From an optimization exercise on the open Yosys and OpenROAD flow, aimed at small area, a short achievable clock period and few clock cycles per item; shortcuts taken in it are not production practice.
The RTL was checked by simulation tests, not by an equivalence proof against the original design.
No activity file was given, so power comes from the tool's default toggle rates.

==> inputs of 05-19 <==
## gnss_satellite_table_builder_top
module gnss_satellite_table_builder_top #(
	parameter int unsigned MAX_SATS = gstb_pkg::MAX_SATS_DEF
) (
	input  logic                                clk,
	input  logic                                arst_n,
	input  logic                                s_tvalid,
	output logic                                s_tready,
	input  logic [gstb_pkg::IN_TDATA_W-1:0]     s_tdata,
	input  logic [1:0]                          s_tuser,
	output logic                                m_tvalid,
	input  logic                                m_tready,
	output logic [gstb_pkg::OUT_TDATA_W-1:0]    m_tdata,
	output logic                                m_tuser,
	output logic                                m_tlast
);
	localparam int unsigned PW = $clog2(MAX_SATS);    
	localparam int unsigned CW = PW + 1;              
	localparam int unsigned EW = 36;                  
	localparam int unsigned KW = 11;                  
	logic [7:0] ta, tb, sig, sat, snr;
	logic [3:0] sys;
	logic [2:0] vcode;
	logic [1:0] vband;
	logic [2:0] ucode;
	logic       uknown;
	logic       satnz;
	logic [6:0] cn0;
	assign ta  = s_tdata[7:0];
	assign tb  = s_tdata[15:8];
	assign sig = s_tdata[23:16];
	assign sat = s_tdata[31:24];
	assign snr = s_tdata[39:32];
	assign sys = s_tdata[59:56];
	always_comb begin
		vcode = 3'd7;
		if (ta == "G") begin
			case (tb)
				"P": vcode = 3'd0;
				"L": vcode = 3'd6;
				"A": vcode = 3'd2;
				"B": vcode = 3'd3;
				"Q": vcode = 3'd5;
				default: vcode = 3'd7;
			endcase
		end else if (ta == "B" && tb == "D") begin
			vcode = 3'd3;
		end else if (ta == "Q" && tb == "Z") begin
			vcode = 3'd5;
		end
	end
	always_comb begin
		vband = 2'd0;
		case (vcode)
			3'd0: begin
				if (sig == 8'd0) vband = 2'd1;
				else if (sig == 8'd3 || sig == 8'd4) vband = 2'd2;
				else if (sig == 8'd6 || sig == 8'd7) vband = 2'd3;
			end
			3'd2: begin
				if (sig <= 8'd1) vband = 2'd1;
				else if (sig >= 8'd3 && sig <= 8'd6) vband = 2'd3;
			end
  ...
Settings: LEC_CHECK=0, CAP_MARGIN=20, CORE_MARGIN=2, CORE_UTILIZATION=65, CTS_CLUSTER_DIAMETER=80, CTS_CLUSTER_SIZE=25, PLACE_DENSITY=0.75, SETUP_SLACK_MARGIN=3.0, SLEW_MARGIN=20; clock period 5.5 ns.
run.sh (not shown) runs the stock make flow with config.mk's settings and CLKGATE_MAP_FILE= SYNTH_SCRIPT=/design/flow/synth_recipe.tcl, a recipe that flattens the netlist after the stock synthesis.
==> inputs of 08-17, as changes to 05-19 <==
--- a/flow/design.v
+++ b/flow/design.v
@@ -293,15 +293,14 @@
 	logic           h_mark_q;
 	logic           h_last_q;
 	logic [1:0]     h_tag_q;
 	logic [CW-1:0]  h_cnt_q;
 	logic           o_v_q;
 	logic [2:0]     o_code_q;
 	logic           o_unk_q;
-	logic           o_unk2_q;       
 	logic [7:0]     o_sat_q;
 	logic [6:0]     o_cn0_q;
 	logic [2:0]     o_band_q;
 	logic [6:0]     o_el_q;
 	logic [8:0]     o_az_q;
 	logic           o_nr_q;
 	logic           o_sol_q;
@@ -353,33 +352,23 @@
 	assign rd_done = rd_fire && (rd_mark_q || rd_rem_q == CW'(1));
 	always_ff @(posedge clk) begin
 		if (vwr) vmem[vtail_q] <= in_e_q;
 	end
 	always_ff @(posedge clk) begin
 		if (uwr) ukey[uwp_q] <= in_e_q[EW-1 -: KW];
 	end
-	logic       free_q;
-	logic [1:0] free_tag_q;
-	always_ff @(posedge clk or negedge arst_n) begin
-		if (!arst_n) begin
-			free_q <= 1'b0;
-		end else begin
-			free_q <= o_adv && h_v_q && h_last_q;
-		end
-	end
-	always_ff @(posedge clk) begin
-		free_tag_q <= h_tag_q;
-	end
+	logic free_ev;
+	assign free_ev = o_adv && h_v_q && h_last_q;
 	always_ff @(posedge clk or negedge arst_n) begin
 		if (!arst_n) begin
 			uval_q <= '0;
 		end else begin
 			for (int j = 0; j < MAX_SATS; j++) begin
 				if (uwr && uwp_q == PW'(j)) uval_q[j] <= 1'b1;
-				else if (free_q && utag_q[j] == free_tag_q) uval_q[j] <= 1'b0;
+				else if (free_ev && utag_q[j] == h_tag_q) uval_q[j] <= 1'b0;
 			end
 		end
 	end
 	always_ff @(posedge clk) begin
 		for (int j = 0; j < MAX_SATS; j++) begin
 			if (uwr && uwp_q == PW'(j)) utag_q[j] <= cur_tag_q;
 		end
@@ -488,17 +477,14 @@
 		if (!arst_n) begin
 			o_v_q <= 1'b0;
 		end else if (o_adv) begin
 			o_v_q <= h_v_q;
 		end
 	end
 	always_ff @(posedge clk) begin
-		if (o_adv) o_unk2_q <= (h_code == 3'd7);
-	end
-	always_ff @(posedge clk) begin
 		if (o_adv && h_v_q) begin
 			o_code_q <= h_code;
 			o_unk_q  <= (h_code == 3'd7);
 			o_sat_q  <= h_sat;
 			o_cn0_q  <= h_cn0;
 			o_band_q <= {h_band == 2'd3, h_band == 2'd2, h_band[0]};
 			o_el_q   <= h_el;
@@ -509,11 +495,11 @@
 			o_cnt_q  <= 6'(h_cnt_q);
 			o_user_q <= h_mark_q;
 			o_last_q <= h_last_q;
 		end
 	end
 	assign m_tvalid = o_v_q;
 	assign m_tdata  = {4'd0, o_cnt_q, o_hl_q, o_sol_q, o_nr_q, o_az_q, o_nr_q, o_el_q,
-		o_band_q, o_cn0_q, o_sat_q, {2{o_unk2_q}}, {3{o_unk_q}}, o_code_q};
+		o_band_q, o_cn0_q, o_sat_q, {5{o_unk_q}}, o_code_q};
 	assign m_tuser  = o_user_q;
 	assign m_tlast  = o_last_q;
 endmodule
- CTS_CLUSTER_DIAMETER: 80 -> 100
- CTS_CLUSTER_SIZE: 25 -> 30
==> run summary <==
| quantity | 08-17 | 05-19 |
|---|---|---|
| Number of setup buffers added after CTS | 59 | 99 |
| Period Utilization, post-route | 0.490 | 0.473 |
| Power, Total | 33300 µW | 33600 µW |
| Area share of the leading cell type in the synthesized netlist | 0.749 | 0.741 |
| Met3 demand-to-capacity share in global routing | 0.0755 | 0.0666 |
| Starting density of the core | 0.656 | 0.655 |
| Y dimension of the die | 330 µm | 332 µm |
| Area grow syn2layout | 9.64% | 10.4% |
| First-iteration detailed-routing DRC count | 6196 | 6055 |
| Status | finished clean | finished clean |
| Initial antenna violation count | 3 | 2 |
| Well tap count | 1391 | 1403 |
| GPL Wtd Cong | 0.839 | 0.853 |
| Cell with the largest stage delay on the worst path | nor3_1 | dfxtp_2 |
| Worst reg2reg endpoint | h_e_q[10] | h_e_q[11] |
| Number of synthesized flops with an enable pin | 1725 | 1726 |
| XOR/XNOR Fraction of Synth Area | 0.0571 | 0.0641 |
| Area taken by flip-flops and latches | 0.0544 mm² | 0.0545 mm² |
| Total number of vias | 40100 | 40600 |
| Wire length of the first global-routing pass | 275000 µm | 281000 µm |
| Number of buffers outside the clock class in the layout | 316 | 366 |
| Final std cells w/o fill | 5562 | 5708 |
| Switching fraction of total power | 0.322 | 0.319 |
| Non-Clock Buffer Area Fraction | 0.0403 | 0.0436 |
Testbench counts of 05-19, summed over its fixed seeds: cycles 16,356, items 16,018.
Testbench counts of 08-17, summed over its fixed seeds: cycles 16,356, items 16,018.


==> inputs of 06-08 <==
gnss_satellite_table_builder_top, a different RTL version from the one above (not shown whole).
clock: 5.5 ns
lec_check: 0
cap_margin: 20
core_margin: 2
core_utilization: 65
cts_cluster_diameter: 80
cts_cluster_size: 25
place_density: 0.75
setup_slack_margin: 3.0
slew_margin: 20
==> inputs of 01-09, as changes to 06-08 <==
--- a/flow/design.v
+++ b/flow/design.v
@@ -177,28 +177,73 @@
 	output logic                                m_tuser,
 	output logic                                m_tlast
 );
 	localparam int unsigned PW = $clog2(MAX_SATS);    
 	localparam int unsigned CW = PW + 1;              
 	localparam int unsigned EW = 36;                  
 	localparam int unsigned KW = 11;                  
+	logic           rdy_q;
+	logic           in_v_q;
+	logic [1:0]     in_cmd_q;
+	logic [59:0]    in_d_q;
+	logic [EW-1:0]  vmem [MAX_SATS];
+	logic [PW-1:0]  vhead_q, vtail_q;
+	logic [CW-1:0]  vocc_q;
+	logic [KW-1:0]  ukey [MAX_SATS];
+	logic [1:0]     utag_q [MAX_SATS];
+	logic [MAX_SATS-1:0] uval_q;
+	logic [PW-1:0]  uwp_q;
+	logic [CW-1:0]  cur_vcnt_q;
+	logic [CW-1:0]  cur_ucnt_q;
+	logic [1:0]     cur_tag_q;
+	logic           rd_act_q;
+	logic           rd_mark_q;
+	logic [CW-1:0]  rd_rem_q;
+	logic [CW-1:0]  rd_cnt_q;
+	logic [1:0]     rd_tag_q;
+	logic           pd_v_q;
+	logic [CW-1:0]  pd_cnt_q;
+	logic [1:0]     pd_tag_q;
+	logic           h_v_q;
+	logic [EW-1:0]  h_e_q;
+	logic           h_mark_q;
+	logic           h_last_q;
+	logic [1:0]     h_tag_q;
+	logic [CW-1:0]  h_cnt_q;
+	logic           o_v_q;
+	logic [2:0]     o_code_q;
+	logic           o_unk_q;
+	logic [7:0]     o_sat_q;
+	logic [6:0]     o_cn0_q;
+	logic [2:0]     o_band_q;
+	logic [6:0]     o_el_q;
+	logic [8:0]     o_az_q;
+	logic           o_nr_q;
+	logic           o_sol_q;
+	logic           o_hl_q;
+	logic [5:0]     o_cnt_q;
+	logic           o_user_q;
+	logic           o_last_q;
 	logic [7:0] ta, tb, sig, sat, snr;
+	logic [6:0] el;
+	logic [8:0] az;
 	logic [3:0] sys;
 	logic [2:0] vcode;
 	logic [1:0] vband;
 	logic [2:0] ucode;
 	logic       uknown;
-	logic       satnz;
 	logic [6:0] cn0;
-	assign ta  = s_tdata[7:0];
-	assign tb  = s_tdata[15:8];
-	assign sig = s_tdata[23:16];
-	assign sat = s_tdata[31:24];
-	assign snr = s_tdata[39:32];
-	assign sys = s_tdata[59:56];
+	assign ta  = in_d_q[7:0];
+	assign tb  = in_d_q[15:8];
+	assign sig = in_d_q[23:16];
+	assign sat = in_d_q[31:24];
+	assign snr = in_d_q[39:32];
+	assign el  = in_d_q[46:40];
+	assign az  = in_d_q[55:47];
+	assign sys = in_d_q[59:56];
 	always_comb begin
 		vcode = 3'd7;
 		if (ta == "G") begin
 			case (tb)
 				"P": vcode = 3'd0;
 				"L": vcode = 3'd6;
 				"A": vcode = 3'd2;
@@ -249,174 +294,106 @@
 			4'd2: ucode = 3'd6;
 			4'd3: ucode = 3'd2;
 			4'd4: ucode = 3'd3;
 			4'd5: ucode = 3'd5;
 			default: uknown = 1'b0;
 		endcase
 	end
-	assign satnz = (sat != 8'd0);
-	assign cn0   = snr[7] ? 7'd0 : snr[6:0];
-	logic           rdy_q;
-	logic           in_v_q;
-	logic           f_vis_q;        
-	logic           f_used_q;       
-	logic           f_cmt_q;        
-	logic [EW-1:0]  in_e_q;         
-	always_ff @(posedge clk) begin
-		if (rdy_q) begin
-			f_vis_q  <= (s_tuser == gstb_pkg::CMD_VISIBLE) && satnz;
-			f_used_q <= (s_tuser == gstb_pkg::CMD_USED) && satnz && uknown;
-			f_cmt_q  <= (s_tuser == gstb_pkg::CMD_COMMIT);
-			in_e_q   <= {s_tuser[0] ? ucode : vcode, sat, cn0, vband, s_tdata[46:40], s_tdata[55:47]};
-		end
-	end
-	logic [EW-1:0]  vmem [MAX_SATS];
-	logic [PW-1:0]  vhead_q, vtail_q;
-	logic [CW-1:0]  vocc_q;
-	logic [KW-1:0]  ukey [MAX_SATS];
-	logic [1:0]     utag_q [MAX_SATS];
-	logic [MAX_SATS-1:0] uval_q;
-	logic [PW-1:0]  uwp_q;
-	logic           ufull_q;        
-	logic [CW-1:0]  cur_vcnt_q;
-	logic [CW-1:0]  cur_ucnt_q;
-	logic [1:0]     cur_tag_q;
-	logic           rd_act_q;
-	logic           rd_mark_q;
-	logic [CW-1:0]  rd_rem_q;
-	logic [CW-1:0]  rd_cnt_q;
-	logic [1:0]     rd_tag_q;
-	logic           pd_v_q;
-	logic [CW-1:0]  pd_cnt_q;
-	logic [1:0]     pd_tag_q;
-	logic           h_v_q;
-	logic [EW-1:0]  h_e_q;
-	logic           h_mark_q;
-	logic           h_last_q;
-	logic [1:0]     h_tag_q;
-	logic [CW-1:0]  h_cnt_q;
-	logic           o_v_q;
-	logic [2:0]     o_code_q;
-	logic           o_unk_q;
-	logic           o_unk2_q;       
-	logic [7:0]     o_sat_q;
-	logic [6:0]     o_cn0_q;
-	logic [2:0]     o_band_q;
-	logic [6:0]     o_el_q;
-	logic [8:0]     o_az_q;
-	logic           o_nr_q;
-	logic           o_sol_q;
-	logic           o_hl_q;
-	logic [5:0]     o_cnt_q;
-	logic           o_user_q;
-	logic           o_last_q;
+	assign cn0 = snr[7] ? 7'd0 : snr[6:0];
 	logic is_vis, is_used, is_cmt;
+	logic vstore, ustore;
 	logic blocked, consume;
 	logic vwr, uwr, cmt;
-	assign is_vis  = in_v_q && f_vis_q && !cur_vcnt_q[PW];
-	assign is_used = in_v_q && f_used_q && !cur_ucnt_q[PW];
-	assign is_cmt  = in_v_q && f_cmt_q;
-	assign blocked = (is_vis && vocc_q[PW]) || (is_used && ufull_q) ||
+	assign is_vis  = in_v_q && (in_cmd_q == gstb_pkg::CMD_VISIBLE);
+	assign is_used = in_v_q && (in_cmd_q == gstb_pkg::CMD_USED);
+	assign is_cmt  = in_v_q && (in_cmd_q == gstb_pkg::CMD_COMMIT);
+	assign vstore = (sat != 8'd0) && (cur_vcnt_q != CW'(MAX_SATS));
+	assign ustore = (sat != 8'd0) && uknown && (cur_ucnt_q != CW'(MAX_SATS));
+	assign blocked = (is_vis && vstore && vocc_q[PW]) ||
+		(is_used && ustore && uval_q[uwp_q]) ||
 		(is_cmt && rd_act_q && pd_v_q);
 	assign consume = in_v_q && !blocked;
-	assign vwr = is_vis && !vocc_q[PW];
-	assign uwr = is_used && !ufull_q;
-	assign cmt = is_cmt && !(rd_act_q && pd_v_q);
+	assign vwr = consume && is_vis && vstore;
+	assign uwr = consume && is_used && ustore;
+	assign cmt = consume && is_cmt;
 	logic       in_v_nx;
 	logic [1:0] cmd_nx;
 	logic       vis_ok_nx, used_ok_nx, cmt_ok_nx;
 	logic [PW-1:0] uwp1;
 	assign s_tready = rdy_q;
 	assign in_v_nx = rdy_q ? s_tvalid : (in_v_q && !consume);
-	assign cmd_nx  = rdy_q ? s_tuser : {f_cmt_q, f_used_q};
+	assign cmd_nx  = rdy_q ? s_tuser : in_cmd_q;
 	assign uwp1    = uwp_q + 1'b1;
-	assign vis_ok_nx  = !vocc_q[PW] && !((vocc_q[PW-1:0] == '1) && vwr);
+	assign vis_ok_nx  = (vocc_q < CW'(MAX_SATS - 1));
 	assign used_ok_nx = !uval_q[uwp1];
 	assign cmt_ok_nx  = !pd_v_q && !(is_cmt && rd_act_q);
 	always_ff @(posedge clk or negedge arst_n) begin
 		if (!arst_n) begin
+			rdy_q  <= 1'b1;
 			in_v_q <= 1'b0;
 		end else begin
 			in_v_q <= in_v_nx;
+			rdy_q  <= !in_v_nx ||
+				(cmd_nx == gstb_pkg::CMD_VISIBLE && vis_ok_nx) ||
+				(cmd_nx == gstb_pkg::CMD_USED && used_ok_nx) ||
+				(cmd_nx == gstb_pkg::CMD_COMMIT && cmt_ok_nx) ||
+				(cmd_nx == 2'd3);
 		end
 	end
 	always_ff @(posedge clk) begin
-		rdy_q <= !in_v_nx ||
-			(cmd_nx == gstb_pkg::CMD_VISIBLE && vis_ok_nx) ||
-			(cmd_nx == gstb_pkg::CMD_USED && used_ok_nx) ||
-			(cmd_nx == gstb_pkg::CMD_COMMIT && cmt_ok_nx) ||
-			(cmd_nx == 2'd3);
+		if (rdy_q) begin
+			in_cmd_q <= s_tuser;
+			in_d_q   <= s_tdata[59:0];
+		end
 	end
 	logic h_adv, o_adv, rd_fire, rd_pop, rd_done;
 	assign o_adv   = !o_v_q || m_tready;
 	assign h_adv   = !h_v_q || o_adv;
 	assign rd_fire = rd_act_q && h_adv;
 	assign rd_pop  = rd_fire && !rd_mark_q;
 	assign rd_done = rd_fire && (rd_mark_q || rd_rem_q == CW'(1));
 	always_ff @(posedge clk) begin
-		if (vwr) vmem[vtail_q] <= in_e_q;
-	end
-	logic [MAX_SATS-1:0] usel_q;
-	logic [PW-1:0]       uwp_nx;
-	assign uwp_nx = uwr ? uwp1 : uwp_q;
-	always_ff @(posedge clk) begin
-		for (int j = 0; j < MAX_SATS; j++) begin
-			usel_q[j] <= (uwp_nx == PW'(j));
-		end
-	end
-	always_ff @(posedge clk) begin
-		for (int j = 0; j < MAX_SATS; j++) begin
-			if (uwr && usel_q[j]) ukey[j] <= in_e_q[EW-1 -: KW];
-		end
-	end
-	logic       free_q;
-	logic [1:0] free_tag_q;
-	always_ff @(posedge clk or negedge arst_n) begin
-		if (!arst_n) begin
-			free_q <= 1'b0;
-		end else begin
-			free_q <= o_adv && h_v_q && h_last_q;
-		end
+		if (vwr) vmem[vtail_q] <= {vcode, sat, cn0, vband, el, az};
 	end
 	always_ff @(posedge clk) begin
-		free_tag_q <= h_tag_q;
+		if (uwr) ukey[uwp_q] <= {ucode, sat};
 	end
+	logic free_ev;
+	assign free_ev = o_adv && h_v_q && h_last_q;
 	always_ff @(posedge clk or negedge arst_n) begin
 		if (!arst_n) begin
 			uval_q <= '0;
 		end else begin
 			for (int j = 0; j < MAX_SATS; j++) begin
-				if (uwr && usel_q[j]) uval_q[j] <= 1'b1;
-				else if (free_q && utag_q[j] == free_tag_q) uval_q[j] <= 1'b0;
+				if (uwr && uwp_q == PW'(j)) uval_q[j] <= 1'b1;
+				else if (free_ev && utag_q[j] == h_tag_q) uval_q[j] <= 1'b0;
 			end
 		end
 	end
 	always_ff @(posedge clk) begin
 		for (int j = 0; j < MAX_SATS; j++) begin
-			if (uwr && usel_q[j]) utag_q[j] <= cur_tag_q;
+			if (uwr && uwp_q == PW'(j)) utag_q[j] <= cur_tag_q;
 		end
 	end
 	always_ff @(posedge clk or negedge arst_n) begin
 		if (!arst_n) begin
 			vhead_q    <= '0;
 			vtail_q    <= '0;
 			vocc_q     <= '0;
 			uwp_q      <= '0;
-			ufull_q    <= 1'b0;
 			cur_vcnt_q <= '0;
 			cur_ucnt_q <= '0;
 			cur_tag_q  <= 2'd0;
 			rd_act_q   <= 1'b0;
 			pd_v_q     <= 1'b0;
 		end else begin
 			if (vwr) vtail_q <= vtail_q + 1'b1;
-			vhead_q <= vhead_nx;
+			if (rd_pop) vhead_q <= vhead_q + 1'b1;
 			vocc_q <= vocc_q + CW'(vwr) - CW'(rd_pop);
-			uwp_q <= uwp_nx;
-			ufull_q <= uwr ? uval_q[uwp1] : uval_q[uwp_q];
+			if (uwr) uwp_q <= uwp_q + 1'b1;
 			if (cmt) begin
 				cur_vcnt_q <= '0;
 				cur_ucnt_q <= '0;
 				cur_tag_q  <= cur_tag_q + 1'b1;
 			end else begin
 				if (vwr) cur_vcnt_q <= cur_vcnt_q + 1'b1;
 				if (uwr) cur_ucnt_q <= cur_ucnt_q + 1'b1;
@@ -454,32 +431,17 @@
 	always_ff @(posedge clk or negedge arst_n) begin
 		if (!arst_n) begin
 			h_v_q <= 1'b0;
 		end else if (h_adv) begin
 			h_v_q <= rd_act_q;
 		end
 	end
-	logic [MAX_SATS-1:0] vsel_q;
-	logic [PW-1:0]       vhead_nx;
-	logic [EW-1:0]       vrd;
-	assign vhead_nx = rd_pop ? vhead_q + 1'b1 : vhead_q;
-	always_ff @(posedge clk) begin
-		for (int i = 0; i < MAX_SATS; i++) begin
-			vsel_q[i] <= (vhead_nx == PW'(i));
-		end
-	end
-	always_comb begin
-		vrd = '0;
-		for (int i = 0; i < MAX_SATS; i++) begin
-			vrd = vrd | ({EW{vsel_q[i]}} & vmem[i]);
-		end
-	end
 	always_ff @(posedge clk) begin
 		if (rd_fire) begin
-			h_e_q    <= vrd;
+			h_e_q    <= rd_mark_q ? {3'd7, 33'd0} : vmem[vhead_q];
 			h_mark_q <= rd_mark_q;
 			h_last_q <= rd_mark_q || (rd_rem_q == CW'(1));
 			h_tag_q  <= rd_tag_q;
 			h_cnt_q  <= rd_cnt_q;
 		end
 	end
 	logic [2:0] h_code;
@@ -487,46 +449,41 @@
 	logic [6:0] h_cn0;
 	logic [1:0] h_band;
 	logic [6:0] h_el;
 	logic [8:0] h_az;
 	logic       h_nr;
 	logic [MAX_SATS-1:0] hit;
 	assign {h_code, h_sat, h_cn0, h_band, h_el, h_az} = h_e_q;
-	assign h_nr = ((h_el == 7'd0) && (h_az == 9'd0)) || h_mark_q;
+	assign h_nr = (h_el == 7'd0) && (h_az == 9'd0);
 	for (genvar j = 0; j < MAX_SATS; j++) begin : g_hit
 		assign hit[j] = uval_q[j] && (utag_q[j] == h_tag_q) && (ukey[j] == {h_code, h_sat});
 	end
 	always_ff @(posedge clk or negedge arst_n) begin
 		if (!arst_n) begin
 			o_v_q <= 1'b0;
 		end else if (o_adv) begin
 			o_v_q <= h_v_q;
 		end
 	end
-	logic h_unk;
-	assign h_unk = (h_code == 3'd7) || h_mark_q;
-	always_ff @(posedge clk) begin
-		if (o_adv) o_unk2_q <= h_unk;
-	end
 	always_ff @(posedge clk) begin
 		if (o_adv && h_v_q) begin
-			o_code_q <= h_code | {3{h_mark_q}};
-			o_unk_q  <= h_unk;
-			o_sat_q  <= h_mark_q ? 8'd0 : h_sat;
-			o_cn0_q  <= h_mark_q ? 7'd0 : h_cn0;
-			o_band_q <= h_mark_q ? 3'd0 : {h_band == 2'd3, h_band == 2'd2, h_band[0]};
-			o_el_q   <= h_mark_q ? 7'd0 : h_el;
+			o_code_q <= h_code;
+			o_unk_q  <= (h_code == 3'd7);
+			o_sat_q  <= h_sat;
+			o_cn0_q  <= h_cn0;
+			o_band_q <= {h_band == 2'd3, h_band == 2'd2, h_band[0]};
+			o_el_q   <= h_el;
 			o_az_q   <= h_az | {9{h_nr}};
 			o_nr_q   <= h_nr;
-			o_sol_q  <= (|hit) && !h_mark_q;
-			o_hl_q   <= (|h_cn0) && !h_mark_q;
+			o_sol_q  <= |hit;
+			o_hl_q   <= |h_cn0;
 			o_cnt_q  <= 6'(h_cnt_q);
 			o_user_q <= h_mark_q;
 			o_last_q <= h_last_q;
 		end
 	end
 	assign m_tvalid = o_v_q;
 	assign m_tdata  = {4'd0, o_cnt_q, o_hl_q, o_sol_q, o_nr_q, o_az_q, o_nr_q, o_el_q,
-		o_band_q, o_cn0_q, o_sat_q, {2{o_unk2_q}}, {3{o_unk_q}}, o_code_q};
+		o_band_q, o_cn0_q, o_sat_q, {5{o_unk_q}}, o_code_q};
 	assign m_tuser  = o_user_q;
 	assign m_tlast  = o_last_q;
 endmodule
- CORE_UTILIZATION: 65 -> 40
- CTS_CLUSTER_DIAMETER: 80 -> not set
- CTS_CLUSTER_SIZE: 25 -> not set
- PLACE_DENSITY: 0.75 -> not set
==> comparison <==
- In 01-09 the global-route usage is lower than in 06-08, by 13 points.
- 06-08 finished with timing, DRC and antenna clean. 01-09 completed without violations.
- Of 01-09 and 06-08, 01-09 has the higher die area (gap 65%, measured against 06-08).
- Between 06-08 and 01-09, the lower clock power is in 06-08 (gap about 44%, measured against 01-09).
- Core utilization: 01-09 is lower than 06-08 (19 points).
Testbench counts of 06-08, summed over its fixed seeds: cycles 16,356, items 16,018.
Testbench counts of 01-09, summed over its fixed seeds: cycles 16,416, items 16,018.

re-timing with driven ports:
Ports are ideal in the flow. The routed layouts listed here were re-timed in OpenROAD. Step 1 sets driving cells, clkbuf_16 on the clock port and buf_2 on the other inputs (assumed; they add their load-dependent delay and slew). Step 2, shift: input delay + t, output delay - t, t = (earliest + latest rising clock arrival at the registers) / 2. This alone moves slack from input paths to output paths. a / b / c = ideal / step 1 / step 2; a / b = the first two.
run	t, ns	slack for setup (ns)	worst setup path after step 2	clock arrival spread, ns	worst register clock-pin slew, ns
05-19	0.772	2.896 / 2.896 / 2.335	input to register	0.051 / 0.051	0.11 / 0.11
08-17	0.755	2.806 / 2.806 / 2.356	input to register	0.058 / 0.058	0.12 / 0.12
06-08	0.778	2.954 / 2.881 / 2.291	input to register	0.051 / 0.051	0.11 / 0.11
01-09	0.933	2.588 / 2.572 / 1.974	input to register	0.072 / 0.072	0.07 / 0.07
After both steps every run listed still meets setup and hold. The setup slack of 06-08, which loses most, moves by -0.073 ns with the drivers and by -0.663 ns with both steps.
